What follows belongs to an exercise in optimizing a design on an open flow for small area and a short achievable clock period; a production flow would make more cautious choices. Function was checked by simulation only, so behaviour that the tests miss may differ from the original. Power and IR drop assume default switching activity.

## P
## sdn_deparser_emission_core
module sdn_deparser_emission_core
(
    input  logic                        clk,
    input  logic                        resetn,
    input  logic [PRS_OFFSET_W-1:0]     dep_start_addr_i,
    input  logic [DEP_FIELD_W-1:0]      dep_field_data_i,
    input  logic [HEAD_FIELD_LEN_W-1:0] dep_field_len_i,
    input  logic                        dep_field_valid_i,
    input  logic                        dep_field_last_i,
    output logic                        dep_field_ready_o,
    output logic [PRS_DATA_W-1:0]       dep_data_word_o,
    output logic                        dep_data_valid_o,
    input  logic                        dep_data_ready_i,
    output logic                        dep_data_last_o,
    output logic [BITS_W-1:0]           dep_data_bits_o,
    output logic [PRS_OFFSET_W-1:0]     dep_finish_addr_o,
    output logic                        dep_finished_o,
    output logic                        dep_hold_en_o
);
For scale: roughly 7400 cells after synthesis, ~740 flip-flops, roughly 730 I/O pins, about 47000 um2 of cells after synthesis.
==> flow/config.mk <==
export PLATFORM = sky130hd
export DESIGN_NAME = sdn_deparser_emission_core
export DESIGN_NICKNAME = sdn_deparser_emission_core
export VERILOG_FILES = /design/flow/design.v
export SDC_FILE = /design/flow/constraint.sdc
export NUM_CORES = 4
export LEC_CHECK = 0
export ABC_AREA = 1
export CAP_MARGIN = 20
export CORE_MARGIN = 2
export CORE_UTILIZATION = 38
export SETUP_SLACK_MARGIN = 3.9
export SLEW_MARGIN = 20
==> flow/constraint.sdc <==
create_clock -name core_clock -period 8.0 [get_ports {clk}]
set_input_delay 1.6000 -clock core_clock [delete_from_list [all_inputs] [get_ports {clk}]]
set_output_delay 1.6000 -clock core_clock [all_outputs]
set_load 0.01 [all_outputs]
standard.sh (not shown) runs the stock make flow with config.mk's settings and CLKGATE_MAP_FILE= SYNTH_SCRIPT=/design/flow/synth_recipe.tcl, a recipe that flattens the netlist after the stock synthesis.
==> flow/flow/run.sh <==
#!/bin/bash
# The standard layout, except that the port buffers are the smallest buffer
# (sky130_fd_sc_hd__buf_1) instead of the resizer's default pick; timing repair
# upsizes the ones on critical paths.
set -euo pipefail
export BUFFER_PORTS_ARGS="-buffer_cell sky130_fd_sc_hd__buf_1"
bash standard.sh > standard.log 2>&1
Input-level comparison between Q and P:
- SETUP_SLACK_MARGIN now 4.0, was 3.9
- CORE_UTILIZATION now 35, was 38
Results
From P to Q the numbers moved as follows: wire length climbed about 2%, share of power burned in the clock network dropped 0.7 points.
Lower count of plain and timing-repair buffers in the layout among Q and P: P
The final reports for Q and P show clock network area share lower in the former.
P → Q: cell leakage power went up 1.4%, global-route usage fell by 3.0 points, global-route wire length before repair climbed 1.7%.

========
Another version of the RTL of sdn_deparser_emission_core (not shown whole).
Size in the first run: ~7,300 cells after synthesis, ~730 flip-flops, about 730 I/O pins, about 46,000 um2 of cells after synthesis.
==> flow/design.v (excerpt) <==
module sdn_deparser_emission_core
(
    input  logic                        clk,
    input  logic                        resetn,
    input  logic [PRS_OFFSET_W-1:0]     dep_start_addr_i,
    input  logic [DEP_FIELD_W-1:0]      dep_field_data_i,
    input  logic [HEAD_FIELD_LEN_W-1:0] dep_field_len_i,
    input  logic                        dep_field_valid_i,
    input  logic                        dep_field_last_i,
    output logic                        dep_field_ready_o,
    output logic [PRS_DATA_W-1:0]       dep_data_word_o,
    output logic                        dep_data_valid_o,
    input  logic                        dep_data_ready_i,
    output logic                        dep_data_last_o,
    output logic [BITS_W-1:0]           dep_data_bits_o,
    output logic [PRS_OFFSET_W-1:0]     dep_finish_addr_o,
    output logic                        dep_finished_o,
    output logic                        dep_hold_en_o
);
==> flow/config.mk <==
export PLATFORM = sky130hd
export DESIGN_NAME = sdn_deparser_emission_core
export DESIGN_NICKNAME = sdn_deparser_emission_core
export VERILOG_FILES = /design/flow/design.v
export SDC_FILE = /design/flow/constraint.sdc
export NUM_CORES = 4
export LEC_CHECK = 0
export ABC_AREA = 1
export CAP_MARGIN = 20
export CORE_MARGIN = 2
export CORE_UTILIZATION = 45
export SLEW_MARGIN = 20
==> flow/constraint.sdc <==
create_clock -name core_clock -period 8.0 [get_ports {clk}]
set_input_delay 1.6000 -clock core_clock [delete_from_list [all_inputs] [get_ports {clk}]]
set_output_delay 1.6000 -clock core_clock [all_outputs]
set_load 0.01 [all_outputs]
==> flow/flow/run.sh <==
#!/bin/bash
# The standard layout with two changes:
# - the port buffers are the smallest buffer (sky130_fd_sc_hd__buf_1) instead of
#   the resizer's default pick; timing repair upsizes the ones on critical paths;
# - timing repair aims at 3.5 ns of setup slack up to clock tree synthesis, and
#   at 0.5 ns after global routing.
set -euo pipefail
export BUFFER_PORTS_ARGS="-buffer_cell sky130_fd_sc_hd__buf_1"
SETUP_SLACK_MARGIN=3.5 bash standard.sh cts > standard_cts.log 2>&1
SETUP_SLACK_MARGIN=0.5 bash standard.sh finish > standard_finish.log 2>&1
The first run passed the timing, design-rule and antenna checks.
==> next run, changes <==
==> flow/flow/run.sh (replaced) <==
#!/bin/bash
# The standard layout, except that the port buffers are the smallest buffer
# (sky130_fd_sc_hd__buf_1) instead of the resizer's default pick; timing repair
# upsizes the ones on critical paths.
set -euo pipefail
export BUFFER_PORTS_ARGS="-buffer_cell sky130_fd_sc_hd__buf_1"
bash standard.sh > standard.log 2>&1
Settings changed: SETUP_SLACK_MARGIN set to 3.5.
=> Power came out higher by 3.8%. Die area stays the same. Sequential power is about the same. Global-route usage stays the same. Final cell count came out higher by 0.61%. Synthesized cell count does not change. Core utilization came out higher by 2.1 points. Count of clock-buffer cells in the layout does not change. First-iteration DRC count came out higher by 5.2%. Worst setup slack improves by 570 ps. Final area came out higher by 4.0%.

========
RTL: one of the versions met above, not the one the previous note started from.
For scale: roughly 7400 cells after synthesis, roughly 730 I/O pins, ~47000 sq um of cells after synthesis.
clock: 8.0 ns
lec_check: 0
abc_area: 1
cap_margin: 20
core_margin: 2
core_utilization: 30
setup_slack_margin: 4.25
slew_margin: 20
==> flow/flow/run.sh <==
#!/bin/bash
# The standard layout, except that the port buffers are the smallest buffer
# (sky130_fd_sc_hd__buf_1) instead of the resizer's default pick; timing repair
# upsizes the ones on critical paths.
set -euo pipefail
export BUFFER_PORTS_ARGS="-buffer_cell sky130_fd_sc_hd__buf_1"
bash standard.sh > standard.log 2>&1
==> next run, changes <==
Settings changed: CORE_UTILIZATION 30 to 40, SETUP_SLACK_MARGIN 4.25 to 3.75.
What happened:
- final area went down by about 16%
- sequential share of layout area increases by 4.3 points
- clock power goes down by about 4%
- routed wire length went down by 14%
- count of clock-buffer cells in the layout came out lower by 8
==> next run, changes <==
Settings changed: CORE_UTILIZATION 40 to 30, SETUP_SLACK_MARGIN 3.75 to 4.0.
=> The new run ran to the end with no violations; utilization came out lower by 9.5 points; routed wire length came out higher by 15%; die area came out higher by 33%; critical path depth is unchanged; design area came out higher by 7.3%.

-- port drivers added, routing unchanged --
No port has a modelled driver above. Below, the same layouts with a new extraction and two added sets of constraints.
Step 1: set_driving_cell puts a clkbuf_16 on clk and a buf_2 on each other input, an assumption about the parent block.
Step 2, shift: input delay + t, output delay - t, t = (earliest + latest rising clock arrival at the registers) / 2. This alone moves slack from input paths to output paths.
Slacks: ideal / step 1 / step 2; pairs: ideal / step 1.
run	t, ns	slack for setup (ns)	latest minus earliest clock arrival (ns)
P	0.818	3.803 / 3.871 / 3.053	0.063 / 0.063
Q	0.814	3.827 / 3.898 / 3.084	0.057 / 0.057
the first run of note 2	0.778	2.831 / 2.896 / 2.118	0.045 / 0.045
the second run of note 2	0.778	3.401 / 3.466 / 2.688	0.043 / 0.044
the first run of note 3	0.830	3.934 / 3.994 / 3.164	0.041 / 0.042
the second run of note 3	0.780	3.593 / 3.652 / 2.873	0.054 / 0.053
the third run of note 3	0.831	3.727 / 3.797 / 2.966	0.063 / 0.062
After both steps setup and hold are still met in every run listed. The setup slack of the first run of note 3, which loses most, moves by +0.060 ns with the drivers and by -0.770 ns with both steps.
